Source: an optimization exercise on an open RTL-to-GDS flow (aim: small area and a short achievable clock period). Production flows keep margins and buffers that such runs may drop.
In this exercise RTL edits were held to simulation tests only and were not proved equivalent to the original.
No activity file was given, so power comes from the tool's default toggle rates.

**design/flow/standard.sh**
```bash
#!/bin/bash
# synth_recipe.tcl (not shown) runs the flow's synth.tcl, then flattens the netlist and writes it again
# the make line also repeats each setting of config.mk as NAME=value (left out here)
make -C /OpenROAD-flow-scripts/flow DESIGN_CONFIG=/design/flow/config.mk WORK_HOME=/design/flow/orfs CLKGATE_MAP_FILE= SYNTH_SCRIPT=/design/flow/synth_recipe.tcl "${@:-finish}"
```
**design/flow/design.v**
```verilog
package bmu_pkg;
  localparam int xlen    = 32;
  localparam int shamt_w = 5;
  localparam int cnt_w   = 6;
  typedef struct packed {
    logic add;
    logic sub;
    logic unsign;
    logic slt;
    logic land;
    logic lor;
    logic lxor;
    logic zbb;
    logic sll;
    logic srl;
    logic sra;
    logic rol;
    logic ror;
    logic bext;
    logic clz;
    logic ctz;
    logic cpop;
    logic sext_b;
    logic sext_h;
    logic min;
    logic max;
    logic pack;
    logic packu;
    logic packh;
    logic grev;
    logic gorc;
    logic bset;
    logic bclr;
    logic binv;
    logic sh1add;
    logic sh2add;
    logic sh3add;
    logic zba;
  } bmu_op_t;
endpackage
`timescale 1ns/100ps
import bmu_pkg::*;
module bmu_adder (
  input  logic [xlen-1:0] a,
  input  logic            zba,      
  input  logic            sh1,
  input  logic            sh2,
  input  logic            sh3,
  input  logic [xlen-1:0] b,
  input  logic            sub,
  output logic [xlen-1:0] sum
);
  logic g1, g2, q2, g3, q3, g4, q4, g5, q5, g6, q6, g7, q7, g8, q8, g9, q9, g10, q10, g11, q11, g12, q12, g13, q13, g14, q14, g15, q15, g16, q16, g17, g18, q18, g19, q19, g20, q20, g21, q21, g22, q22, g23, q23, g24, q24, g25, q25, g26, q26, g27, q27, g28, q28, g29, q29, g30, q30, g31, q31, g32, g33, g34, q34, g35, q35, g36, q36, g37, q37, g38, q38, g39, q39, g40, q40, g41, q41, g42, q42, g43, q43, g44, q44, g45, q45, g46, g47, g48, g49, g50, q50, g51, q51, g52, q52, g53, q53, g54, q54, g55, q55, g56, q56, g57, q57, g58, g59, g60, g61, g62, g63, g64, g65, g66, g67, g68, g69, g70, g71, g72, g73, g74, g75, g76, g77, g78, g79, g80;
  logic [xlen-1:0] x, y, p;
  assign x = ({xlen{~zba}}  & a) |
             ({xlen{sh1}} & {a[xlen-2:0], 1'b0}) |
             ({xlen{sh2}} & {a[xlen-3:0], 2'b0}) |
             ({xlen{sh3}} & {a[xlen-4:0], 3'b0});
  assign y = b ^ {xlen{sub}};
  assign p = x ^ y;
  assign g1 = (x[0] & y[0]) | (p[0] & sub);
  assign g2 = (x[2] & y[2]) | (p[2] & (x[1] & y[1]));
  assign q2 = p[2] & p[1];
  assign g3 = (x[4] & y[4]) | (p[4] & (x[3] & y[3]));
  assign q3 = p[4] & p[3];
  assign g4 = (x[6] & y[6]) | (p[6] & (x[5] & y[5]));
  assign q4 = p[6] & p[5];
  assign g5 = (x[8] & y[8]) | (p[8] & (x[7] & y[7]));
  assign q5 = p[8] & p[7];
  assign g6 = (x[10] & y[10]) | (p[10] & (x[9] & y[9]));
  assign q6 = p[10] & p[9];
  assign g7 = (x[12] & y[12]) | (p[12] & (x[11] & y[11]));
  assign q7 = p[12] & p[11];
  assign g8 = (x[14] & y[14]) | (p[14] & (x[13] & y[13]));
  assign q8 = p[14] & p[13];
  assign g9 = (x[16] & y[16]) | (p[16] & (x[15] & y[15]));
  assign q9 = p[16] & p[15];
  assign g10 = (x[18] & y[18]) | (p[18] & (x[17] & y[17]));
  assign q10 = p[18] & p[17];
  assign g11 = (x[20] & y[20]) | (p[20] & (x[19] & y[19]));
  assign q11 = p[20] & p[19];
  assign g12 = (x[22] & y[22]) | (p[22] & (x[21] & y[21]));
  assign q12 = p[22] & p[21];
  assign g13 = (x[24] & y[24]) | (p[24] & (x[23] & y[23]));
  assign q13 = p[24] & p[23];
  assign g14 = (x[26] & y[26]) | (p[26] & (x[25] & y[25]));
  assign q14 = p[26] & p[25];
  assign g15 = (x[28] & y[28]) | (p[28] & (x[27] & y[27]));
  assign q15 = p[28] & p[27];
  assign g16 = (x[30] & y[30]) | (p[30] & (x[29] & y[29]));
  assign q16 = p[30] & p[29];
  assign g17 = g2 | (q2 & g1);
  assign g18 = g3 | (q3 & g2);
  assign q18 = q3 & q2;
  assign g19 = g4 | (q4 & g3);
  assign q19 = q4 & q3;
  assign g20 = g5 | (q5 & g4);
  assign q20 = q5 & q4;
  assign g21 = g6 | (q6 & g5);
  assign q21 = q6 & q5;
  assign g22 = g7 | (q7 & g6);
  assign q22 = q7 & q6;
  assign g23 = g8 | (q8 & g7);
  assign q23 = q8 & q7;
  assign g24 = g9 | (q9 & g8);
  assign q24 = q9 & q8;
  assign g25 = g10 | (q10 & g9);
  assign q25 = q10 & q9;
  assign g26 = g11 | (q11 & g10);
  assign q26 = q11 & q10;
  assign g27 = g12 | (q12 & g11);
  assign q27 = q12 & q11;
  assign g28 = g13 | (q13 & g12);
  assign q28 = q13 & q12;
  assign g29 = g14 | (q14 & g13);
  assign q29 = q14 & q13;
  assign g30 = g15 | (q15 & g14);
  assign q30 = q15 & q14;
  assign g31 = g16 | (q16 & g15);
  assign q31 = q16 & q15;
  assign g32 = g18 | (q18 & g1);
  assign g33 = g19 | (q19 & g17);
  assign g34 = g20 | (q20 & g18);
  assign q34 = q20 & q18;
  assign g35 = g21 | (q21 & g19);
  assign q35 = q21 & q19;
  assign g36 = g22 | (q22 & g20);
  assign q36 = q22 & q20;
  assign g37 = g23 | (q23 & g21);
  assign q37 = q23 & q21;
  assign g38 = g24 | (q24 & g22);
  assign q38 = q24 & q22;
  assign g39 = g25 | (q25 & g23);
  assign q39 = q25 & q23;
  assign g40 = g26 | (q26 & g24);
  assign q40 = q26 & q24;
  assign g41 = g27 | (q27 & g25);
  assign q41 = q27 & q25;
  assign g42 = g28 | (q28 & g26);
  assign q42 = q28 & q26;
  assign g43 = g29 | (q29 & g27);
  assign q43 = q29 & q27;
  assign g44 = g30 | (q30 & g28);
  assign q44 = q30 & q28;
  assign g45 = g31 | (q31 & g29);
  assign q45 = q31 & q29;
  assign g46 = g34 | (q34 & g1);
  assign g47 = g35 | (q35 & g17);
  assign g48 = g36 | (q36 & g32);
  assign g49 = g37 | (q37 & g33);
  assign g50 = g38 | (q38 & g34);
  assign q50 = q38 & q34;
  assign g51 = g39 | (q39 & g35);
  assign q51 = q39 & q35;
  assign g52 = g40 | (q40 & g36);
  assign q52 = q40 & q36;
  assign g53 = g41 | (q41 & g37);
  assign q53 = q41 & q37;
  assign g54 = g42 | (q42 & g38);
  assign q54 = q42 & q38;
  assign g55 = g43 | (q43 & g39);
  assign q55 = q43 & q39;
  assign g56 = g44 | (q44 & g40);
  assign q56 = q44 & q40;
  assign g57 = g45 | (q45 & g41);
  assign q57 = q45 & q41;
  assign g58 = g50 | (q50 & g1);
  assign g59 = g51 | (q51 & g17);
  assign g60 = g52 | (q52 & g32);
  assign g61 = g53 | (q53 & g33);
  assign g62 = g54 | (q54 & g46);
  assign g63 = g55 | (q55 & g47);
  assign g64 = g56 | (q56 & g48);
  assign g65 = g57 | (q57 & g49);
  assign g66 = (x[1] & y[1]) | (p[1] & g1);
  assign g67 = (x[3] & y[3]) | (p[3] & g17);
  assign g68 = (x[5] & y[5]) | (p[5] & g32);
  assign g69 = (x[7] & y[7]) | (p[7] & g33);
  assign g70 = (x[9] & y[9]) | (p[9] & g46);
  assign g71 = (x[11] & y[11]) | (p[11] & g47);
  assign g72 = (x[13] & y[13]) | (p[13] & g48);
  assign g73 = (x[15] & y[15]) | (p[15] & g49);
  assign g74 = (x[17] & y[17]) | (p[17] & g58);
  assign g75 = (x[19] & y[19]) | (p[19] & g59);
  assign g76 = (x[21] & y[21]) | (p[21] & g60);
  assign g77 = (x[23] & y[23]) | (p[23] & g61);
  assign g78 = (x[25] & y[25]) | (p[25] & g62);
  assign g79 = (x[27] & y[27]) | (p[27] & g63);
  assign g80 = (x[29] & y[29]) | (p[29] & g64);
  assign sum = p ^ {g65, g80, g64, g79, g63, g78, g62, g77, g61, g76, g60, g75, g59, g74, g58, g73, g49, g72, g48, g71, g47, g70, g46, g69, g33, g68, g32, g67, g17, g66, g1, sub};
endmodule
module bmu_compare (
  input  logic [xlen-1:0] a,
  input  logic [xlen-1:0] b,
  input  logic            unsign,
  output logic            lt
);
  logic cg1, cg2, cp2, cg3, cg4, cp4, cg5, cp5, cg6, cp6, cg7, cg8, cp8, cg9, cp9, cg10, cp10, cg11, cp11, cg12, cp12, cg13, cp13, cg14, cp14, cg15, cg16, cp16, cg17, cp17, cg18, cp18, cg19, cp19, cg20, cp20, cg21, cp21, cg22, cp22, cg23, cp23, cg24, cp24, cg25, cp25, cg26, cp26, cg27, cp27, cg28, cp28, cg29, cp29, cg30, cp30, cg31;
  logic [xlen-1:0] p, g;
  assign p = a | ~b;
  assign g = a & ~b;
  assign cg1 = g[0] | p[0];
  assign cg2 = g[2] | (p[2] & g[1]);
  assign cp2 = p[2] & p[1];
  assign cg3 = cg2 | (cp2 & cg1);
  assign cg4 = g[4] | (p[4] & g[3]);
  assign cp4 = p[4] & p[3];
  assign cg5 = g[6] | (p[6] & g[5]);
  assign cp5 = p[6] & p[5];
  assign cg6 = cg5 | (cp5 & cg4);
  assign cp6 = cp5 & cp4;
  assign cg7 = cg6 | (cp6 & cg3);
  assign cg8 = g[8] | (p[8] & g[7]);
  assign cp8 = p[8] & p[7];
  assign cg9 = g[10] | (p[10] & g[9]);
  assign cp9 = p[10] & p[9];
  assign cg10 = cg9 | (cp9 & cg8);
  assign cp10 = cp9 & cp8;
  assign cg11 = g[12] | (p[12] & g[11]);
  assign cp11 = p[12] & p[11];
  assign cg12 = g[14] | (p[14] & g[13]);
  assign cp12 = p[14] & p[13];
  assign cg13 = cg12 | (cp12 & cg11);
  assign cp13 = cp12 & cp11;
  assign cg14 = cg13 | (cp13 & cg10);
  assign cp14 = cp13 & cp10;
  assign cg15 = cg14 | (cp14 & cg7);
  assign cg16 = g[16] | (p[16] & g[15]);
  assign cp16 = p[16] & p[15];
  assign cg17 = g[18] | (p[18] & g[17]);
  assign cp17 = p[18] & p[17];
  assign cg18 = cg17 | (cp17 & cg16);
  assign cp18 = cp17 & cp16;
  assign cg19 = g[20] | (p[20] & g[19]);
  assign cp19 = p[20] & p[19];
  assign cg20 = g[22] | (p[22] & g[21]);
  assign cp20 = p[22] & p[21];
  assign cg21 = cg20 | (cp20 & cg19);
  assign cp21 = cp20 & cp19;
  assign cg22 = cg21 | (cp21 & cg18);
  assign cp22 = cp21 & cp18;
  assign cg23 = g[24] | (p[24] & g[23]);
  assign cp23 = p[24] & p[23];
  assign cg24 = g[26] | (p[26] & g[25]);
  assign cp24 = p[26] & p[25];
  assign cg25 = cg24 | (cp24 & cg23);
  assign cp25 = cp24 & cp23;
  assign cg26 = g[28] | (p[28] & g[27]);
  assign cp26 = p[28] & p[27];
  assign cg27 = g[30] | (p[30] & g[29]);
  assign cp27 = p[30] & p[29];
  assign cg28 = cg27 | (cp27 & cg26);
  assign cp28 = cp27 & cp26;
  assign cg29 = cg28 | (cp28 & cg25);
  assign cp29 = cp28 & cp25;
  assign cg30 = cg29 | (cp29 & cg22);
  assign cp30 = cp29 & cp22;
  assign cg31 = cg30 | (cp30 & cg15);
  assign lt = ~(unsign ? (g[xlen-1] | (p[xlen-1] & cg31)) :
                        ((~a[xlen-1] & b[xlen-1]) | ((~a[xlen-1] | b[xlen-1]) & cg31)));
endmodule
`timescale 1ns/100ps
import bmu_pkg::*;
module bmu_shifter (
  input  logic [xlen-1:0]    a,
  input  logic [shamt_w-1:0] s,
  input  logic               sll,
  input  logic               rol,
  input  logic               srl,
  input  logic               sra,
  input  logic               ror,
  input  logic               bext,
  input  logic               pack,
  input  logic               packh,
  input  logic               grev,
  output logic [xlen-1:0]    rot
);
  logic [shamt_w-1:0] ns;
  logic [shamt_w-1:0] amt;
  logic [3:0]         swap16;
  logic [xlen-1:0]    r1, r2, r4, r8;
  assign ns  = ~s + 5'd1;
  assign amt = ({shamt_w{sll | rol}} & s) |
               ({shamt_w{srl | sra | ror | bext}} & ns) |
               {pack, packh | grev, 3'b0};
  assign swap16 = {amt[4] | grev, amt[4], amt[4] | grev, amt[4]};
  assign r1 = amt[0] ? {a[xlen-2:0],  a[xlen-1]}      : a;
  assign r2 = amt[1] ? {r1[xlen-3:0], r1[xlen-1-:2]}  : r1;
  assign r4 = amt[2] ? {r2[xlen-5:0], r2[xlen-1-:4]}  : r2;
  assign r8 = amt[3] ? {r4[xlen-9:0], r4[xlen-1-:8]}  : r4;
  always_comb begin
    for (int k = 0; k < 4; k++) begin
      rot[8*k +: 8] = swap16[k] ? r8[8*((k+2)%4) +: 8] : r8[8*k +: 8];
    end
  end
endmodule
`timescale 1ns/100ps
import bmu_pkg::*;
module bmu_bitcount (
  input  logic [xlen-1:0]   a,
  input  logic              clz,
  input  logic              ctz,
  input  logic              cpop,
  input  logic [cnt_w-1:0]  oth,     
  output logic [cnt_w-1:0]  res,     
  output logic [3:0]        nzb
);
  logic [xlen-1:0]  a_rev;
  logic [xlen-1:0]  lzd_in;
  logic [cnt_w-1:0] lz;
  logic [cnt_w-1:0] pop;
  always_comb begin
    for (int i = 0; i < xlen; i++) begin
      a_rev[i] = a[xlen-1-i];
    end
  end
  assign lzd_in = ctz ? a_rev : a;
  always_comb begin
    lz = cnt_w'(xlen);
    for (int i = 0; i < xlen; i++) begin
      if (lzd_in[i]) begin
        lz = cnt_w'(xlen - 1 - i);
      end
    end
  end
  logic pc_w1, pc_w2, pc_w3, pc_w4, pc_w5, pc_w6, pc_w7, pc_w8, pc_w9, pc_w10, pc_w11, pc_w12, pc_w13, pc_w14, pc_w15, pc_w16, pc_w17, pc_w18, pc_w19, pc_w20, pc_w21, pc_w22, pc_w23, pc_w24, pc_w25, pc_w26, pc_w27, pc_w28, pc_w29, pc_w30, pc_w31, pc_w32, pc_w33, pc_w34, pc_w35, pc_w36, pc_w37, pc_w38, pc_w39, pc_w40, pc_w41, pc_w42, pc_w43, pc_w44, pc_w45, pc_w46, pc_w47, pc_w48, pc_w49, pc_w50, pc_w51, pc_w52, pc_w53, pc_w54, pc_w55, pc_w56, pc_w57, pc_w58, pc_w59, pc_w60, pc_w61, pc_w62, pc_w63, pc_w64, pc_w65, pc_w66, pc_w67, pc_w68, pc_w69, pc_w70, pc_w71, pc_w72, pc_w73, pc_w74, pc_w75, pc_w76, pc_w77, pc_w78;
  assign pc_w1 = a[0] ^ a[10];
  assign pc_w2 = pc_w1 ^ a[11];
  assign pc_w3 = pc_w1 ? a[11] : a[0];
  assign pc_w4 = a[12] ^ a[13];
  assign pc_w5 = pc_w4 ^ a[14];
  assign pc_w6 = pc_w4 ? a[14] : a[12];
  assign pc_w7 = a[15] ^ a[16];
  assign pc_w8 = pc_w7 ^ a[17];
  assign pc_w9 = pc_w7 ? a[17] : a[15];
  assign pc_w10 = a[18] ^ a[19];
  assign pc_w11 = pc_w10 ^ a[1];
  assign pc_w12 = pc_w10 ? a[1] : a[18];
  assign pc_w13 = a[20] ^ a[21];
  assign pc_w14 = pc_w13 ^ a[22];
  assign pc_w15 = pc_w13 ? a[22] : a[20];
  assign pc_w16 = a[23] ^ a[24];
  assign pc_w17 = pc_w16 ^ a[25];
  assign pc_w18 = pc_w16 ? a[25] : a[23];
  assign pc_w19 = a[26] ^ a[27];
  assign pc_w20 = pc_w19 ^ a[28];
  assign pc_w21 = pc_w19 ? a[28] : a[26];
  assign pc_w22 = a[29] ^ a[2];
  assign pc_w23 = pc_w22 ^ a[30];
  assign pc_w24 = pc_w22 ? a[30] : a[29];
  assign pc_w25 = a[31] ^ a[3];
  assign pc_w26 = pc_w25 ^ a[4];
  assign pc_w27 = pc_w25 ? a[4] : a[31];
  assign pc_w28 = a[5] ^ a[6];
  assign pc_w29 = pc_w28 ^ a[7];
  assign pc_w30 = pc_w28 ? a[7] : a[5];
  assign pc_w31 = a[8] ^ a[9];
  assign pc_w32 = pc_w31 ^ pc_w11;
  assign pc_w33 = pc_w31 ? pc_w11 : a[8];
  assign pc_w34 = pc_w14 ^ pc_w17;
  assign pc_w35 = pc_w34 ^ pc_w2;
  assign pc_w36 = pc_w34 ? pc_w2 : pc_w14;
  assign pc_w37 = pc_w20 ^ pc_w23;
  assign pc_w38 = pc_w37 ^ pc_w26;
  assign pc_w39 = pc_w37 ? pc_w26 : pc_w20;
  assign pc_w40 = pc_w29 ^ pc_w5;
  assign pc_w41 = pc_w40 ^ pc_w8;
  assign pc_w42 = pc_w40 ? pc_w8 : pc_w29;
  assign pc_w43 = pc_w32 ^ pc_w35;
  assign pc_w44 = pc_w43 ^ pc_w38;
  assign pc_w45 = pc_w43 ? pc_w38 : pc_w32;
  assign pc_w46 = pc_w12 ^ pc_w15;
  assign pc_w47 = pc_w46 ^ pc_w18;
  assign pc_w48 = pc_w46 ? pc_w18 : pc_w12;
  assign pc_w49 = pc_w21 ^ pc_w24;
  assign pc_w50 = pc_w49 ^ pc_w27;
  assign pc_w51 = pc_w49 ? pc_w27 : pc_w21;
  assign pc_w52 = pc_w3 ^ pc_w30;
  assign pc_w53 = pc_w52 ^ pc_w6;
  assign pc_w54 = pc_w52 ? pc_w6 : pc_w3;
  assign pc_w55 = pc_w9 ^ pc_w33;
  assign pc_w56 = pc_w55 ^ pc_w36;
  assign pc_w57 = pc_w55 ? pc_w36 : pc_w9;
  assign pc_w58 = pc_w39 ^ pc_w42;
  assign pc_w59 = pc_w58 ^ pc_w47;
  assign pc_w60 = pc_w58 ? pc_w47 : pc_w39;
  assign pc_w61 = pc_w50 ^ pc_w53;
  assign pc_w62 = pc_w61 ^ pc_w56;
  assign pc_w63 = pc_w61 ? pc_w56 : pc_w50;
  assign pc_w64 = pc_w45 ^ pc_w59;
  assign pc_w65 = pc_w64 ^ pc_w62;
  assign pc_w66 = pc_w64 ? pc_w62 : pc_w45;
  assign pc_w67 = pc_w48 ^ pc_w51;
  assign pc_w68 = pc_w67 ^ pc_w54;
  assign pc_w69 = pc_w67 ? pc_w54 : pc_w48;
  assign pc_w70 = pc_w57 ^ pc_w60;
  assign pc_w71 = pc_w70 ^ pc_w63;
  assign pc_w72 = pc_w70 ? pc_w63 : pc_w57;
  assign pc_w73 = pc_w68 ^ pc_w66;
  assign pc_w74 = pc_w73 ^ pc_w71;
  assign pc_w75 = pc_w73 ? pc_w71 : pc_w68;
  assign pc_w76 = pc_w69 ^ pc_w72;
  assign pc_w77 = pc_w76 ^ pc_w75;
  assign pc_w78 = pc_w76 ? pc_w75 : pc_w69;
  assign pop = {1'b0, pc_w78, pc_w77, pc_w74, pc_w65, pc_w41} + {1'b0, 1'b0, 1'b0, 1'b0, 1'b0, pc_w44};
  assign res = ({cnt_w{clz | ctz}} & lz) | ({cnt_w{cpop}} & pop) | oth;
  always_comb begin
    for (int k = 0; k < 4; k++) begin
      nzb[k] = |a[8*k +: 8];
    end
  end
endmodule
`timescale 1ns/100ps
import bmu_pkg::*;
module bmu_bitlogic (
  input  logic [xlen-1:0]    rot,
  input  logic [xlen-1:0]    b,
  input  logic [xlen-1:0]    csr_rddata,
  input  logic               csr_ren,
  input  logic               sll,
  input  logic               srl_sra,
  input  logic               bitop,     
  input  logic               packu,
  input  logic [19:0]        tt,        
  output logic [xlen-1:0]    lout
);
  logic [shamt_w-1:0] s;
  logic [xlen-1:0]    therm;      
  logic [xlen-1:0]    tx;
  logic [xlen-1:0]    x;
  assign s = b[shamt_w-1:0];
  always_comb begin
    for (int i = 0; i < xlen; i++) begin
      therm[i] = (i >= s);
    end
  end
  always_comb begin
    for (int i = 0; i < xlen; i++) begin
      if (srl_sra) begin
        tx[i] = therm[xlen-1-i];
      end else begin
        tx[i] = therm[i] & ~((i == 0) ? 1'b0 : (bitop & therm[i-1]));
      end
    end
  end
  always_comb begin
    for (int i = 0; i < xlen; i++) begin
      if (csr_ren) begin
        x[i] = csr_rddata[i];
      end else if (sll | srl_sra | bitop) begin
        x[i] = tx[i];
      end else if (packu & (i < 16)) begin
        x[i] = b[(i + 16) % xlen];
      end else begin
        x[i] = b[i];
      end
    end
  end
  for (genvar i = 0; i < xlen; i++) begin : g_bit
    localparam int r = (i == 0) ? 0 : (i < 8) ? 1 : i / 8 + 1;
    logic [3:0] t;
    assign t       = tt[4*r +: 4];
    assign lout[i] = rot[i] ? (x[i] ? t[3] : t[2]) : (x[i] ? t[1] : t[0]);
  end
endmodule
`timescale 1ns/100ps
import bmu_pkg::*;
module bit_manipulation_unit (
  input  logic              clk,
  input  logic              rst_n,
  input  logic              valid_in,
  input  bmu_pkg::bmu_op_t  op,
  input  logic              csr_ren,
  input  logic [xlen-1:0]   csr_rddata,
  input  logic [xlen-1:0]   a,
  input  logic [xlen-1:0]   b,
  output logic [xlen-1:0]   result,
  output logic              result_valid,
  output logic              error
);
  localparam logic [3:0] T_A    = 4'b1100;
  localparam logic [3:0] T_X    = 4'b1010;
  localparam logic [3:0] T_AND  = 4'b1000;
  localparam logic [3:0] T_ANDN = 4'b0100;
  localparam logic [3:0] T_OR   = 4'b1110;
  localparam logic [3:0] T_XOR  = 4'b0110;
  localparam logic [3:0] T_ORN  = 4'b1101;
  localparam logic [3:0] T_XNOR = 4'b1001;
  logic [shamt_w-1:0] s;
  logic               nc;
  logic               rev8, orcb;
  logic               shn, bitop;
  logic [xlen-1:0]    rot;
  logic [xlen-1:0]    sum;
  logic               lt;
  logic               adder_sel;
  logic [xlen-1:0]    lout;
  logic [19:0]        tt;
  logic [cnt_w-1:0]   low;
  logic [xlen-1:0]    mid;
  logic [3:0]         nzb;
  logic               sel_a, fill;
  logic               mm_a, mm_b;
  logic               csr_sel;
  logic               err_d;
  logic [xlen-1:0]    result_d;
  assign s  = b[shamt_w-1:0];
  assign nc = ~csr_ren;
  assign rev8 = op.grev & (s == 5'd24);
  assign orcb = op.gorc & (s == 5'd7);
  assign shn   = op.sh1add | op.sh2add | op.sh3add;
  assign bitop = op.bset | op.bclr | op.binv;
  bmu_shifter u_shifter (
    .a      (a),
    .s      (s),
    .sll    (op.sll),
    .rol    (op.rol),
    .srl    (op.srl),
    .sra    (op.sra),
    .ror    (op.ror),
    .bext   (op.bext),
    .pack   (op.pack),
    .packh  (op.packh),
    .grev   (op.grev),
    .rot    (rot)
  );
  bmu_adder u_adder (
    .a      (a),
    .zba    (op.zba),
    .sh1    (op.sh1add),
    .sh2    (op.sh2add),
    .sh3    (op.sh3add),
    .b      (b),
    .sub    (op.sub),
    .sum    (sum)
  );
  bmu_compare u_compare (
    .a      (a),
    .b      (b),
    .unsign (op.unsign),
    .lt     (lt)
  );
  assign adder_sel = nc & (op.add | (op.zba & ~op.sub) |
                           (op.sub & ~op.zba & ~op.slt & ~op.min & ~op.max));
  bmu_bitcount u_bitcount (
    .a     (a),
    .clz   (nc & op.clz),
    .ctz   (nc & op.ctz),
    .cpop  (nc & op.cpop),
    .oth   (mid[cnt_w-1:0]),
    .res   (low),
    .nzb   (nzb)
  );
  assign sel_a = op.min ? lt : ~lt;
  assign fill  = a[xlen-1];
  always_comb begin
    logic [3:0] tcom;
    tcom = ({4{op.land & ~op.zbb}} & T_AND)  |
           ({4{op.lor  & ~op.zbb}} & T_OR)   |
           ({4{op.lxor & ~op.zbb}} & T_XOR)  |
           ({4{op.land &  op.zbb}} & T_ANDN) |
           ({4{op.lor  &  op.zbb}} & T_ORN)  |
           ({4{op.lxor &  op.zbb}} & T_XNOR) |
           ({4{op.sll}}            & T_AND)  |
           ({4{op.srl}}            & T_AND)  |
           ({4{op.sra}}            & {1'b1, fill, 1'b0, fill}) |
           ({4{op.rol | op.ror | rev8}} & T_A) |
           ({4{op.bset}}           & T_OR)   |
           ({4{op.bclr}}           & T_ANDN) |
           ({4{op.binv}}           & T_XOR);
    for (int r = 0; r < 5; r++) begin
      tt[4*r +: 4] = tcom;
      if (r == 0) tt[4*r +: 4] |= {4{op.bext}} & T_A;
      if (r <= 1) tt[4*r +: 4] |= {4{op.sext_b}} & T_A;
      else        tt[4*r +: 4] |= {4{op.sext_b & a[7]}};
      if (r <= 2) tt[4*r +: 4] |= {4{op.sext_h}} & T_A;
      else        tt[4*r +: 4] |= {4{op.sext_h & a[15]}};
      if (r <= 2) tt[4*r +: 4] |= {4{op.pack | op.packu}} & T_X;
      else        tt[4*r +: 4] |= {4{op.pack | op.packu}} & T_A;
      if (r <= 1) tt[4*r +: 4] |= {4{op.packh}} & T_X;
      if (r == 2) tt[4*r +: 4] |= {4{op.packh}} & T_A;
      tt[4*r +: 4] |= {4{orcb & nzb[(r == 0) ? 0 : r - 1]}};
      tt[4*r +: 4] &= {4{nc}};
      tt[4*r +: 4] |= {4{csr_sel}} & T_X;
    end
  end
  bmu_bitlogic u_bitlogic (
    .rot        (rot),
    .b          (b),
    .csr_rddata (csr_rddata),
    .csr_ren    (csr_ren),
    .sll        (op.sll),
    .srl_sra    (op.srl | op.sra),
    .bitop      (bitop),
    .packu      (op.packu),
    .tt         (tt),
    .lout       (lout)
  );
  assign csr_sel = csr_ren & (op == '0);
  assign err_d = (csr_ren & (op != '0)) |
                 (~op.zba & shn) |
                 (op.zba & op.sub);
  assign mm_a = nc & (op.min | op.max) & sel_a;
  assign mm_b = nc & (op.min | op.max) & ~sel_a;
  assign mid = lout | ({xlen{adder_sel}} & sum) |
               ({xlen{mm_a}} & a) | ({xlen{mm_b}} & b) |
               {{(xlen-1){1'b0}}, nc & op.slt & lt};
  assign result_d = {mid[xlen-1:cnt_w], low};
  always_ff @(posedge clk or negedge rst_n) begin
    if (!rst_n) begin
      result       <= '0;
      error        <= 1'b0;
      result_valid <= 1'b0;
    end else begin
      result_valid <= valid_in;
      if (valid_in) begin
        result <= result_d;
        error  <= err_d;
      end
    end
  end
endmodule
```
**design/flow/flow/run.sh**
```bash
#!/bin/bash
# Own layout flow: the standard flow (standard.sh) with
#  - synthesis kept hierarchical per module until the final flatten, and the
#    ABC mapping script replaced by flow/area.abc (delay mapping with area
#    recovery, no blanket upsizing); everything else in synth_recipe.tcl unchanged
#  - plain buf_2 port buffers instead of delay cells
#  - timing repair aimed at a setup slack margin up to CTS, and no second
#    repair pass after global routing
# Each step's full output goes to log_<step>.txt in this folder.
set -euo pipefail
HERE=$(pwd)
cat > "$HERE/own_synth.tcl" <<TCL
# replace the -script of ORFS's abc call, then run the standard flow's synthesis as is
proc abc {args} {
  set i [lsearch -exact \$args -script]
  if {\$i >= 0} { lset args [expr {\$i + 1}] $HERE/flow/area.abc }
  yosys abc {*}\$args
}
source $HERE/synth_recipe.tcl
TCL
ARGS=(
  "SYNTH_SCRIPT=$HERE/own_synth.tcl"
  "SYNTH_HIERARCHICAL=1"
  "SYNTH_MINIMUM_KEEP_SIZE=0"
  "BUFFER_PORTS_ARGS=-buffer_cell sky130_fd_sc_hd__buf_2"
  "SETUP_SLACK_MARGIN=2.5"
  "SKIP_INCREMENTAL_REPAIR=1"
)
for step in synth floorplan place cts route finish; do
  bash standard.sh "${ARGS[@]}" "$step" > "log_$step.txt" 2>&1
done
```
**design/flow/flow/area.abc**
```
&get -n
&st
&dch
&nf -R 1000
&put
topo
stime -c
```
**design/flow/config.mk**
```make
export PLATFORM = sky130hd
export DESIGN_NAME = bit_manipulation_unit
export DESIGN_NICKNAME = bit_manipulation_unit
export VERILOG_FILES = /design/flow/design.v
export SDC_FILE = /design/flow/constraint.sdc
export NUM_CORES = 4
export LEC_CHECK = 0
export CAP_MARGIN = 20
export CORE_MARGIN = 2
export CORE_UTILIZATION = 30
export SLEW_MARGIN = 20
```
**design/flow/constraint.sdc**
```tcl
create_clock -name core_clock -period 7.0 [get_ports {clk}]
set_input_delay 1.4000 -clock core_clock [delete_from_list [all_inputs] [get_ports {clk}]]
set_output_delay 1.4000 -clock core_clock [all_outputs]
set_load 0.01 [all_outputs]
```
==> impl_metrics.csv, run 1 <==
group,metric,value,unit
cells_and_area,final_common_cell,"nand2_1",
timing,worst_slew_pin_slew,0.903,ns
clock_network,holdBufCountCts,0,
drt,drtIter0Drc,1771,
timing,timing.setup.tns,0,ns
min_path,min_path_type,"register to register",
place,placed_area,11700,µm²
floorplan,fp.dieH,187,µm
clock_network,h-tree-depth,2,
clock_network,root_buffer,"clkbuf_16",
clock_network,cts_sinks,34,
drt,wire_per_inst,24.5,µm
cells_and_area,syn2layout_area_growth,26.3,%
cells_and_area,multiInputGateArea,9370,µm²
power_and_ir_drop,p_comb_share,73.9,%
clock_network,cts_setup_buffers,34,
cells_and_area,n_fill_cell,3479,
logic_synthesis,synth_top_family_by_area,"compound AO/OA/AOI/OAI gates",
grt,antenna_found_initial,0,
floorplan,boundaryPins,167,
cells_and_area,stdcell_area,12700,µm²
clock_network,cts_tree,"yes",
clock_network,ctsLongestPathBuffers,2,
clock_network,cts_resized,132,
grt,grt_use_total,27.3,%
power_and_ir_drop,peakVddDrop,0.135,mV
power_and_ir_drop,total_leakage_power,5.10,nW
cells_and_area,instances_no_fill,2024,
timing,finalSetupViolations,0,
logic_synthesis,synth-simple-area-share,19.1,%
drt,via_count,12600,
drt,vias_per_cell,6.22,
status,status,"complete, no violations",
critical_path,critical_path_arrival,4.94,ns
timing,min_period,4.77,ns
logic_synthesis,synth-compound-area-share,27.4,%
floorplan,placementRows,67,
run,drv_cap,0,
grt,grt-ovfl-total,0,
power_and_ir_drop,swShare,50.2,%
timing,slew_violations,0,
cells_and_area,layout_common_cells,"199 x nand2_1, 150 x buf_2, 141 x mux2i_1",
critical_path,endpoint_kind,"register",
cells_and_area,fin_nets,1760,
power_and_ir_drop,power.switching,1.14,mW
critical_path,crit_chain,"buf_2 > or4_4 > o21ai_4 > buf_12 > buf_12 > mux2i_1 > mux2i_1 > nor2_1 > a21oi_2 > mux2i_1 > mux2i_1 > mux4_2 > a221oi_2 > nand2_1 > a21oi_1 > o21ai_1 > mux2_1",
clock_network,cts.clk_slew.worst_paths,0.06,ns
critical_path,crit_path_top_delay_cell,"or4_4",
floorplan,die_area,35100,µm²
logic_synthesis,syn_inst,1341,
logic_synthesis,synth-edff-count,0,
place,post-place-ws,1.34,ns
grt,grt_pass1_vias,11900,
logic_synthesis,synthXorXnorAreaFrac,8.25,%
floorplan,coreArea,33300,µm²
place,dp.cells,1978,
drt,drtAntennaViolNets,0,
cells_and_area,drive_above_1_share,21.4,%
critical_path,required,7.17,ns
logic_synthesis,synth_area_per_cell,7.52,µm²
logic_synthesis,dominantRegCellSynth,"dfrtp_1",
critical_path,path_common_cell,"mux2i_1",
timing,finalHoldViolCount,0,
place,place_congestion,1.06,
power_and_ir_drop,intPower,1.13,mW
power_and_ir_drop,clkPwrFrac,13.7,%
critical_path,critPathMaxFanout,9,
place,port_buffers,166,
floorplan,start_util,30.3,%
logic_synthesis,ys_seq_area_share,8.44,%
power_and_ir_drop,p_per_area,178,nW/µm²
drt,totalWireLength,49.7,mm
logic_synthesis,synth_area,10100,µm²
logic_synthesis,synthAdderAreaFrac,8.89,%
logic_synthesis,synthMuxAreaShare,25.5,%
critical_path,cp-start-kind,"input port",
timing,setup_ws,2.23,ns
cells_and_area,seqCellArea,851,µm²
critical_path,slowest_delay,0.59,ns
logic_synthesis,synth.distinct_cells,59,
timing,finClkSkew,0,ns
power_and_ir_drop,power,2.27,mW
critical_path,path_class,"input port to register",
timing,fmax,210,MHz
logic_synthesis,synth-seq-cells,34,
timing,fin_crit_sh,68.1,%
grt,grt_pass1_wl,73.9,mm
drt,route.detailed.drc,0,
grt,grt_max_degree,65,
power_and_ir_drop,pwr-share-seq,12.4,%
logic_synthesis,synth.net_count,1527,
timing,slew_headroom,39.6,%
floorplan,die_w,187,µm
clock_network,clk-insertion-delay-late,0.29,ns
place,hpwl,36.8,mm
logic_synthesis,synthArstFlopShare,100,%
logic_synthesis,ys_warn_count,10,
drt,first_pass_iters,10,
clock_network,numCtsBuffers,5,
[critical path, delay by kind of cell]
kind	cells	cell delay, ns
buffers and inverters	3	0.39
muxes	6	1.50
AOI/OAI and AO/OA	5	0.90
and+or+nand+nor	3	0.75
[flip-flops by register name, summed over array words and instances (netlist names)]
register	cells
error	1
result_valid	1
result	32
[logic make-up after synthesis]
kind of cell    after synthesis
flops                        34
mux                         213
fa+ha+maj                    65
compound gates              425
xor+xnor                     95
simple gates                444
buf+inv                      65
[per-module statistics from Yosys (local to each module, per instance)]
module,cells,area [µm²],flops+latches
bmu_compare,97,536,0
bmu_adder,296,2160,0
bmu_bitcount,244,1610,0
bmu_shifter,211,1710,0
bit_manipulation_unit,242,2070,34
bmu_bitlogic,251,2000,0
[power groups by stage]
stage | combinational [mW] | sequential, mW | clock, mW
finish | 1.68 | 0.282 | 0.311
global route | 1.82 | 0.290 | 0.322
CTS | 1.64 | 0.284 | 0.316
detailed placement | 1.51 | 0.287 | 0
global placement | 1.50 | 0.286 | 0
floorplan | 0.960 | 0.302 | 0
[final timing paths]
check	from	end	slack, ns	cells after the start
setup reg to reg	result[0]	result[0]	6.17	1
setup / recovery	op[20]	result[1]	2.23	17
max in group asynchronous	rst_n	result[5]	5.21	1
min in group asynchronous	rst_n	result[27]	1.23	1
hold / removal	result[1]	result[1]	0.50	1
hold reg to reg	result[1]	result[1]	0.50	1
[cell type report]
cell class,instances,share of cell area [%]
tap,448,4.40
inverter,65,1.98
antenna,1,0.0197
clock buffer,5,0.983
clock inverter,3,0.541
multi-input combinational,1243,73.6
timing repair buffer,225,11.8
sequential,34,6.69
[metrics by stage]
stage                     hold WS (ns)  util, %
final                            0.497     38.2
after floorplan                  0.529        -
after global routing             0.518     38.2
after detailed placement         0.487     35.2
after CTS                        0.501     38.2
after global placement           0.476     35.2
[routing by layer]
| layer | part of all wire (%) | track usage (%) | wire, µm |
|---|---|---|---|
| met2 | 42 | 41.6 | 21100 |
| met4 | 6.6 | 15.9 | 3270 |
| met3 | 11 | 6.60 | 5450 |
| met1 | 40 | 35.2 | 19900 |
| met5 | 0 | 0 | 0 |
[Yosys cell counts, drive strengths merged, types with 10 or more instances]
master  number  area share [%]
mux2i      150              15
clkinv      65             2.4
dfrtp       34             8.4
nand3       15            0.74
a21oi      126             6.3
a222oi      29             2.9
mux4        32             7.1
nor2       127             4.7
xor2        59             5.1
nor2b       17             1.1
nor3        28             1.4
a221oi      37             3.2
xnor2       36             3.1
fa          15             3.0
nand4       10            0.62
o22ai       22             1.4
nand2      201             7.5
ha          38             4.7
a31oi       45             2.8
mux2        31             3.5
o21ai       86             4.3
maj3        12             1.2
==> run 2: changes to the inputs <==
--- a/design/flow/design.v
+++ b/design/flow/design.v
@@ -305,24 +305,44 @@
   output logic [cnt_w-1:0]  res,     
   output logic [3:0]        nzb
 );
-  logic [xlen-1:0]  a_rev;
-  logic [xlen-1:0]  lzd_in;
+  logic [15:0]      v1;
+  logic [7:0]       v2;
+  logic [3:0]       v3;
+  logic [1:0]       v4;
+  logic             v5;
+  logic             c1 [16];
+  logic [1:0]       c2 [8];
+  logic [2:0]       c3 [4];
+  logic [3:0]       c4 [2];
+  logic [4:0]       c5;
   logic [cnt_w-1:0] lz;
   logic [cnt_w-1:0] pop;
   always_comb begin
-    for (int i = 0; i < xlen; i++) begin
-      a_rev[i] = a[xlen-1-i];
+    for (int i = 0; i < 16; i++) begin
+      v1[i] = a[2*i+1] | a[2*i];
+      c1[i] = ctz ? ~a[2*i] : ~a[2*i+1];
     end
-  end
-  assign lzd_in = ctz ? a_rev : a;
-  always_comb begin
-    lz = cnt_w'(xlen);
-    for (int i = 0; i < xlen; i++) begin
-      if (lzd_in[i]) begin
-        lz = cnt_w'(xlen - 1 - i);
-      end
+    for (int i = 0; i < 8; i++) begin
+      v2[i] = v1[2*i+1] | v1[2*i];
+      c2[i] = ctz ? (v1[2*i]   ? {1'b0, c1[2*i]}   : {1'b1, c1[2*i+1]})
+                  : (v1[2*i+1] ? {1'b0, c1[2*i+1]} : {1'b1, c1[2*i]});
+    end
+    for (int i = 0; i < 4; i++) begin
+      v3[i] = v2[2*i+1] | v2[2*i];
+      c3[i] = ctz ? (v2[2*i]   ? {1'b0, c2[2*i]}   : {1'b1, c2[2*i+1]})
+                  : (v2[2*i+1] ? {1'b0, c2[2*i+1]} : {1'b1, c2[2*i]});
+    end
+    for (int i = 0; i < 2; i++) begin
+      v4[i] = v3[2*i+1] | v3[2*i];
+      c4[i] = ctz ? (v3[2*i]   ? {1'b0, c3[2*i]}   : {1'b1, c3[2*i+1]})
+                  : (v3[2*i+1] ? {1'b0, c3[2*i+1]} : {1'b1, c3[2*i]});
     end
+    v5 = v4[1] | v4[0];
+    c5 = ctz ? (v4[0] ? {1'b0, c4[0]} : {1'b1, c4[1]})
+             : (v4[1] ? {1'b0, c4[1]} : {1'b1, c4[0]});
+    lz = v5 ? {1'b0, c5} : 6'd32;
   end
+  assign nzb = v3;
   logic pc_w1, pc_w2, pc_w3, pc_w4, pc_w5, pc_w6, pc_w7, pc_w8, pc_w9, pc_w10, pc_w11, pc_w12, pc_w13, pc_w14, pc_w15, pc_w16, pc_w17, pc_w18, pc_w19, pc_w20, pc_w21, pc_w22, pc_w23, pc_w24, pc_w25, pc_w26, pc_w27, pc_w28, pc_w29, pc_w30, pc_w31, pc_w32, pc_w33, pc_w34, pc_w35, pc_w36, pc_w37, pc_w38, pc_w39, pc_w40, pc_w41, pc_w42, pc_w43, pc_w44, pc_w45, pc_w46, pc_w47, pc_w48, pc_w49, pc_w50, pc_w51, pc_w52, pc_w53, pc_w54, pc_w55, pc_w56, pc_w57, pc_w58, pc_w59, pc_w60, pc_w61, pc_w62, pc_w63, pc_w64, pc_w65, pc_w66, pc_w67, pc_w68, pc_w69, pc_w70, pc_w71, pc_w72, pc_w73, pc_w74, pc_w75, pc_w76, pc_w77, pc_w78;
   assign pc_w1 = a[0] ^ a[10];
   assign pc_w2 = pc_w1 ^ a[11];
@@ -404,11 +424,6 @@
   assign pc_w78 = pc_w76 ? pc_w75 : pc_w69;
   assign pop = {1'b0, pc_w78, pc_w77, pc_w74, pc_w65, pc_w41} + {1'b0, 1'b0, 1'b0, 1'b0, 1'b0, pc_w44};
   assign res = ({cnt_w{clz | ctz}} & lz) | ({cnt_w{cpop}} & pop) | oth;
-  always_comb begin
-    for (int k = 0; k < 4; k++) begin
-      nzb[k] = |a[8*k +: 8];
-    end
-  end
 endmodule
 `timescale 1ns/100ps
 import bmu_pkg::*;
==> run 2 against run 1 <==
Net effect:
- non-clock buffer count shrank 19
- synthesized cell count shrank 0.22%
- total power shrank 0.89%
- count of clock-buffer cells in the layout is the same
- clock skew is the same
- die area shrank 1.2%
- area after synthesis shrank 1.3%
- worst setup slack lost 0.11 ns
- global-route usage grew 0.10 points
- wire length shrank 2.7%
- critical endpoint is now result[5]
==> impl_metrics.csv, run 2 <==
group,metric,value,unit
timing,min_period,4.87,ns
floorplan,fp.dieH,186,µm
cells_and_area,syn2layout_area_growth,23.4,%
logic_synthesis,synth-edff-count,0,
grt,grt_max_degree,65,
grt,grt_pass1_wl,71.4,mm
critical_path,cp-start-kind,"input port",
logic_synthesis,synth_commonest_cells,"197 x nand2_1, 144 x nor2_1, 130 x a21oi_1, 130 x mux2i_1, 77 x o21ai_0",
power_and_ir_drop,p_per_area,183,nW/µm²
critical_path,crit_path_top_delay_cell,"or4_4",
drt,wire_per_inst,24.2,µm
logic_synthesis,synth_area_leaders,"mux2i_1 13%, dfrtp_1 8.5%, nand2_1 7.4%, mux4_2 7.2%, a21oi_1 6.5%",
logic_synthesis,synthArstFlopShare,100,%
cells_and_area,layout_common_cells,"196 x nand2_1, 150 x buf_2, 142 x nor2_1",
timing,whs,0.493,ns
logic_synthesis,dominantRegCellSynth,"dfrtp_1",
critical_path,path_common_cell,"mux2i_1",
critical_path,ff2ff_setup_slack,6.20,ns
clock_network,numCtsBuffers,5,
drt,drtAntennaViolNets,0,
cells_and_area,drive_above_1_share,19.8,%
clock_network,ctsLongestPathBuffers,2,
floorplan,coreArea,32600,µm²
drt,totalWireLength,48.4,mm
status,status,"complete, no violations",
critical_path,endpoint_kind,"register",
timing,timing.setup.tns,0,ns
power_and_ir_drop,total_leakage_power,4.90,nW
cells_and_area,reg_top3,"result (32), error (1), result_valid (1)",
clock_network,cts.clk_slew.worst_paths,0.06,ns
cells_and_area,top_register,"result",
min_path,min_to,"result[5]",
timing,slew_headroom,39.5,%
critical_path,critPathMaxFanout,16,
timing,finClkSkew,0,ns
logic_synthesis,syn_inst,1338,
floorplan,placementRows,66,
place,place_congestion,1.00,
drt,route.detailed.drc,0,
timing,finalSetupViolations,0,
drt,first_pass_iters,9,
floorplan,die_w,186,µm
clock_network,cts_setup_buffers,21,
floorplan,die_area,34700,µm²
clock_network,cts_sinks,34,
critical_path,slowest_delay,0.56,ns
cells_and_area,fin_util,37.6,%
critical_path,path_class,"input port to register",
clock_network,cts_resized,98,
cells_and_area,largest_reg_flops,32,
logic_synthesis,synth_most_common_cell,"nand2_1",
critical_path,critical_path_arrival,5.05,ns
logic_synthesis,synth.distinct_cells,61,
timing,finalHoldViolCount,0,
clock_network,h-tree-depth,2,
drt,drtIter0Drc,1646,
logic_synthesis,synth.net_count,1524,
logic_synthesis,synth_area,9950,µm²
critical_path,rr_endpoint,"result[3]",
power_and_ir_drop,power,2.25,mW
place,hpwl,36.6,mm
critical_path,crit_chain,"buf_2 > or4_4 > o21ai_4 > buf_4 > buf_16 > mux2i_1 > mux2_1 > o21ai_0 > mux2i_1 > mux2i_1 > mux4_2 > a221oi_1 > nand2_1 > a31oi_1 > o21ai_0 > mux2_1",
timing,setup_ws,2.13,ns
min_path,min_path_cells,1,
power_and_ir_drop,peakVddDrop,0.0798,mV
grt,grt_use_total,27.4,%
place,port_buffers,166,
logic_synthesis,ys_warn_count,14,
clock_network,root_buffer,"clkbuf_16",
timing,fmax,205,MHz
min_path,min_path_type,"register to register",
critical_path,required,7.18,ns
timing,slew_violations,0,
critical_path,crit-reg2reg-launch,"result[3]",
floorplan,start_util,30.5,%
timing,worst_slew_pin_slew,0.908,ns
run,drv_cap,0,
place,post-place-ws,1.29,ns
critical_path,r2r_cells,1,
timing,fin_crit_sh,69.6,%
floorplan,boundaryPins,167,
logic_synthesis,synth.top_cell.area_share,13.1,%
drt,via_count,12500,
grt,grt-ovfl-total,0,
logic_synthesis,synth_area_per_cell,7.44,µm²
grt,grt_pass1_vias,11600,
logic_synthesis,ys_seq_area_share,8.55,%
logic_synthesis,synth-seq-cells,34,
drt,vias_per_cell,6.25,
logic_synthesis,yosys.area.top_type,"mux2i_1",
grt,antenna_found_initial,2,
clock_network,cts_tree,"yes",
min_path,holdCritStartpoint,"result[5]",
clock_network,clk-insertion-delay-late,0.31,ns
clock_network,holdBufCountCts,0,
cells_and_area,final_common_cell,"nand2_1",
cells_and_area,fin_nets,1737,
## run 2: cell count changes in the layout (fill, tap and decap cells not counted), sizes merged, moves of 6 or more
cell / before / now
a21bo: 6 / 0
buf: 224 / 206
mux2i: 150 / 130
nor2: 127 / 144
o21ai: 86 / 77
o22ai: 22 / 16
xnor2: 36 / 42
xor2: 59 / 53
## run 2: layout make-up
type	count	area [µm²]
well taps	442	553
multi-input cells	1237	9140
flip-flops and latches	34	851
clock buffers	5	125
fillers	3424	20300
clock inverters	3	68.8
inverters	67	258
repair buffers	206	1290
diodes	1	2.50
## run 2: cells by family after synthesis
logic type,count (synthesis),synth area share (%)
multiplexers,189,23.4
flip-flops,34,8.55
AO/OA/AOI/OAI,421,27.6
adder cells (fa/ha/maj),68,9.30
XOR/XNOR,95,8.36
AND/OR/NAND/NOR,464,20.3
buffers and inverters,67,2.53
## run 2: per-module statistics from Yosys, one instance, submodules excluded
module | flip-flops and latches | area [µm²] | copies in the design | cells inside
bit_manipulation_unit | 34 | 2070 | 1 | 242
bmu_compare | 0 | 536 | 1 | 97
bmu_adder | 0 | 2160 | 1 | 296
bmu_bitcount | 0 | 1480 | 1 | 235
bmu_bitlogic | 0 | 2010 | 1 | 257
bmu_shifter | 0 | 1710 | 1 | 211
## run 2: worst max path at each step
stage            from        end  slack, ns  cells past startpoint
4_1_cts        op[22]  result[0]       2.23                     17
3_3_place_gp     b[2]  result[0]       1.07                     16
6_report       op[22]  result[5]       2.13                     16
2_1_floorplan  op[22]  result[0]       1.62                     13
3_5_place_dp     b[2]  result[0]       1.29                     16
5_1_grt         a[19]  result[3]       1.87                     19
## run 2: through the flow
step / cells / area (µm²)
floorplan: 1338 / 10000
global placement: 1962 / 11500
detailed placement: 1963 / 11500
CTS: 1994 / 12300
global route: 1995 / 12300
finish: 1995 / 12300
## run 2: per-layer routing
metal	global-route usage (%)	vias up	share of wire, %
met1	37.1	5872	41
li1	-	5593	-
met3	5.26	133	11
met2	42.3	869	43
met5	0	-	0.019
met4	12.6	2	5.4
## run 2: where the power goes
group	switching (mW)	internal [mW]	leakage, nW
Clock	0.104	0.205	0.0940
Sequential	0.0314	0.248	0.362
Combinational	0.970	0.692	4.44
## run 2: critical path, delay by kind of cell
family	cells	cell delay [ns]
AND/OR/NAND/NOR	2	0.68
multiplexers	6	1.48
AO/OA/AOI/OAI	5	1.04
buffers and inverters	3	0.45
==> run 3: changes to the inputs <==
--- a/design/flow/design.v
+++ b/design/flow/design.v
@@ -431,6 +431,8 @@
   input  logic [xlen-1:0]    rot,
   input  logic [xlen-1:0]    b,
   input  logic [xlen-1:0]    csr_rddata,
+  input  logic [xlen-1:0]    q,         
+  input  logic               idle,
   input  logic               csr_ren,
   input  logic               sll,
   input  logic               srl_sra,
@@ -460,7 +462,9 @@
   end
   always_comb begin
     for (int i = 0; i < xlen; i++) begin
-      if (csr_ren) begin
+      if (idle) begin
+        x[i] = q[i];
+      end else if (csr_ren) begin
         x[i] = csr_rddata[i];
       end else if (sll | srl_sra | bitop) begin
         x[i] = tx[i];
@@ -520,7 +524,7 @@
   logic               err_d;
   logic [xlen-1:0]    result_d;
   assign s  = b[shamt_w-1:0];
-  assign nc = ~csr_ren;
+  assign nc = valid_in & ~csr_ren;
   assign rev8 = op.grev & (s == 5'd24);
   assign orcb = op.gorc & (s == 5'd7);
   assign shn   = op.sh1add | op.sh2add | op.sh3add;
@@ -596,13 +600,15 @@
       if (r == 2) tt[4*r +: 4] |= {4{op.packh}} & T_A;
       tt[4*r +: 4] |= {4{orcb & nzb[(r == 0) ? 0 : r - 1]}};
       tt[4*r +: 4] &= {4{nc}};
-      tt[4*r +: 4] |= {4{csr_sel}} & T_X;
+      tt[4*r +: 4] |= {4{csr_sel | ~valid_in}} & T_X;
     end
   end
   bmu_bitlogic u_bitlogic (
     .rot        (rot),
     .b          (b),
     .csr_rddata (csr_rddata),
+    .q          (result),
+    .idle       (~valid_in),
     .csr_ren    (csr_ren),
     .sll        (op.sll),
     .srl_sra    (op.srl | op.sra),
@@ -611,7 +617,7 @@
     .tt         (tt),
     .lout       (lout)
   );
-  assign csr_sel = csr_ren & (op == '0);
+  assign csr_sel = valid_in & csr_ren & (op == '0);
   assign err_d = (csr_ren & (op != '0)) |
                  (~op.zba & shn) |
                  (op.zba & op.sub);
@@ -628,8 +634,8 @@
       result_valid <= 1'b0;
     end else begin
       result_valid <= valid_in;
+      result <= result_d;
       if (valid_in) begin
-        result <= result_d;
         error  <= err_d;
       end
     end
==> run 3 against run 2 <==
Net effect:
- via count increased by 2.9%
- sequential share of layout area is essentially flat
- total power decreased by 0.87%
- die area increased by 0.73%
- combinational power about the same
- critical path depth stayed put
- still clean on timing, DRC and antenna
- critical endpoint is now result[1]
- global-route usage is 1.2 points higher
- sequential power is 13% higher
- area after synthesis rose by 0.74%
- design area decreased by 0.11%
- sequential cell count unchanged
==> impl_metrics.csv, run 3 <==
group,metric,value,unit
status,status,"complete, no violations",
cells_and_area,drive_above_1_share,18.3,%
critical_path,cp-start-kind,"input port",
drt,drtIter0Drc,1960,
floorplan,die_area,34900,µm²
grt,antenna_found_initial,0,
clock_network,numCtsBuffers,5,
logic_synthesis,dominantRegCellSynth,"dfrtp_1",
power_and_ir_drop,peakVddDrop,0.143,mV
clock_network,clk-insertion-delay-late,0.31,ns
power_and_ir_drop,total_leakage_power,4.98,nW
min_path,min_path_type,"register to register",
logic_synthesis,synth.net_count,1546,
logic_synthesis,yosys.area.top_type,"mux2i_1",
place,hpwl,38.8,mm
timing,timing.setup.tns,0,ns
timing,fmax,215,MHz
logic_synthesis,synth-edff-count,0,
timing,finClkSkew,0,ns
cells_and_area,final_common_cell,"nand2_1",
logic_synthesis,synthArstFlopShare,100,%
drt,route.detailed.drc,0,
cells_and_area,largest_reg_flops,32,
critical_path,path_common_cell,"buf_4",
floorplan,die_w,187,µm
logic_synthesis,syn_inst,1360,
critical_path,path_class,"input port to register",
floorplan,fp.dieH,187,µm
logic_synthesis,synth.distinct_cells,58,
floorplan,boundaryPins,167,
logic_synthesis,synth_area_per_cell,7.37,µm²
clock_network,root_buffer,"clkbuf_16",
grt,grt_use_total,28.7,%
critical_path,critPathMaxFanout,6,
critical_path,critical_path_arrival,4.85,ns
grt,grt_pass1_vias,11900,
timing,min_period,4.66,ns
clock_network,cts_setup_buffers,20,
timing,finalHoldViolCount,0,
grt,grt-ovfl-total,0,
logic_synthesis,ys_seq_area_share,8.49,%
cells_and_area,layout_common_cells,"226 x nand2_1, 150 x buf_2, 136 x a21oi_1",
clock_network,cts_resized,69,
critical_path,slowest_delay,0.60,ns
critical_path,ff2ff_setup_slack,4.99,ns
drt,totalWireLength,52.4,mm
cells_and_area,fin_nets,1762,
timing,finalSetupViolations,0,
cells_and_area,syn2layout_area_growth,22.3,%
critical_path,required,7.20,ns
clock_network,cts_tree,"yes",
logic_synthesis,synth_area_leaders,"mux2i_1 13%, nand2_1 8.5%, dfrtp_1 8.5%, mux4_2 7.2%, a21oi_1 7.1%",
grt,grt_max_degree,65,
logic_synthesis,synth-seq-cells,34,
clock_network,ctsLongestPathBuffers,2,
place,place_congestion,1.02,
clock_network,h-tree-depth,2,
cells_and_area,diodes,0,
clock_network,holdBufCountCts,0,
power_and_ir_drop,p_per_area,182,nW/µm²
timing,slew_headroom,15.9,%
floorplan,placementRows,66,
run,drv_cap,0,
logic_synthesis,synth_area,10000,µm²
logic_synthesis,synth_most_common_cell,"nand2_1",
critical_path,crit_path_top_delay_cell,"or4_4",
clock_network,cts_sinks,34,
critical_path,crit_chain,"buf_2 > nor2b_1 > nor2_1 > o22ai_1 > or4_4 > a21oi_4 > a2111oi_2 > o21ai_2 > a31oi_2 > xor2_2 > buf_4 > nor3b_4 > buf_4 > a221oi_1 > nand2_1 > a211o_1",
timing,slew_violations,0,
grt,grt_pass1_wl,76.3,mm
drt,vias_per_cell,6.35,
drt,drtAntennaViolNets,0,
timing,worst_slew_pin_slew,1.25,ns
logic_synthesis,synth.top_cell.area_share,13.0,%
clock_network,cts.clk_slew.worst_paths,0.07,ns
logic_synthesis,ys_warn_count,14,
floorplan,start_util,30.7,%
drt,wire_per_inst,25.9,µm
cells_and_area,top_register,"result",
critical_path,endpoint_kind,"register",
logic_synthesis,synth_commonest_cells,"227 x nand2_1, 143 x a21oi_1, 130 x mux2i_1, 105 x nor2_1, 102 x o21ai_0",
place,port_buffers,166,
drt,via_count,12800,
cells_and_area,reg_top3,"result (32), error (1), result_valid (1)",
floorplan,coreArea,32700,µm²
power_and_ir_drop,power,2.23,mW
timing,fin_crit_sh,66.5,%
drt,first_pass_iters,6,
## run 3: cell count changes after synthesis, moves of 4 or more
cell / delta
a21oi_1: +13
a221oi_1: +4
a31oi_1: -32
and2_0: +4
clkinv_1: +12
mux2_1: -5
nand2_1: +30
nand2b_1: +5
nand3_1: +4
nor2_1: -39
o21ai_0: +25
## run 3: critical path: cells and delay by family
kind	cells	cell delay [ns]
compound gates	7	1.48
xor+xnor	1	0.22
buf+inv	3	0.54
simple gates	5	1.20
## run 3: final cells by class
| class | instances | area [µm²] |
|---|---|---|
| clock buffer | 6 | 139 |
| clock inverter | 2 | 12.5 |
| fill | 3561 | 20400 |
| inverter | 79 | 300 |
| multi-input combinational | 1250 | 9150 |
| sequential | 34 | 851 |
| tap | 442 | 553 |
| timing repair buffer | 206 | 1260 |
## run 3: power by group
part | switching, mW | internal [mW] | leakage [nW]
Combinational | 0.987 | 0.675 | 4.52
Sequential | 0.0596 | 0.256 | 0.389
Clock | 0.113 | 0.142 | 0.0729
## run 3: cells by family (layout without fill, tap and decap cells)
| family | Yosys count | count (layout) | synth area share, % |
|---|---|---|---|
| buffers and inverters | 79 | 293 | 2.96 |
| multiplexers | 184 | 184 | 22.6 |
| flip-flops | 34 | 34 | 8.49 |
| adder cells (fa/ha/maj) | 68 | 68 | 9.23 |
| XOR/XNOR | 95 | 95 | 8.30 |
| AO/OA/AOI/OAI | 439 | 440 | 28.3 |
| AND/OR/NAND/NOR | 461 | 463 | 20.1 |
## run 3: Yosys stat by module, one instance, submodules excluded
| module | cells | area, µm² | flip-flops and latches |
|---|---|---|---|
| bit_manipulation_unit | 222 | 1880 | 34 |
| bmu_adder | 296 | 2160 | 0 |
| bmu_bitcount | 235 | 1480 | 0 |
| bmu_bitlogic | 299 | 2270 | 0 |
| bmu_compare | 97 | 536 | 0 |
| bmu_shifter | 211 | 1710 | 0 |
## run 3: worst paths after layout
kind	start	endpoint	depth (start not counted)
max in group asynchronous	rst_n	result[6]	1
worst min register to register	error	error	1
worst max register to register	result[0]	result[0]	6
worst max-delay path	b[14]	result[1]	16
worst min-delay path	error	error	1
min in group asynchronous	rst_n	result[28]	1
## run 3: metrics by stage
| stage | instances | util, % | worst slack [ns] | instance area, µm² | hold slack, ns |
|---|---|---|---|---|---|
| floorplan | 1360 | - | 1.84 | 10100 | 0.552 |
| global placement | 1988 | 35.6 | 1.20 | 11600 | 0.510 |
| detailed placement | 1988 | 35.6 | 1.16 | 11600 | 0.514 |
| CTS | 2019 | 37.5 | 2.49 | 12300 | 0.529 |
| global route | 2019 | 37.5 | 2.16 | 12300 | 0.544 |
| finish | 2019 | 37.5 | 2.34 | 12300 | 0.523 |
## run 3: routing by layer
metal  vias to the layer above  global-route usage [%]  share of wire [%]
li1                       5672                       -                  -
met2                       907                    43.8                 42
met5                         -                       0                  0
met1                      6099                    38.8                 41
met3                       152                    7.11                 12
met4                         0                    11.1                4.7

## re-timing with driven ports
In the flow no input, the clock included, has a driving cell. The finished layouts below were timed again as built, in two steps. Step 1, drivers: a clkbuf_16 drives clk and a buf_2 each remaining input, both assumed. Step 2 moves the port delays by t, midway between the first and last clock arrival at a register: inputs arrive t later, outputs are due t later. That takes back most of the time a late clock gives input paths. Slacks: no drivers / after step 1 / after step 2; pairs: no drivers / after step 1.
run	shift t [ns]	slack for setup (ns)	hold slack, ns
run 1	0.327	2.235 / 2.254 / 1.927	0.497 / 0.497 / 0.497
run 2	0.335	2.128 / 2.137 / 1.802	0.493 / 0.493 / 0.493
run 3	0.340	2.344 / 2.361 / 2.021	0.523 / 0.523 / 0.523
After both steps every run listed still meets setup and hold. The setup slack of run 2, which loses most, moves by +0.009 ns with the drivers and by -0.326 ns with both steps.
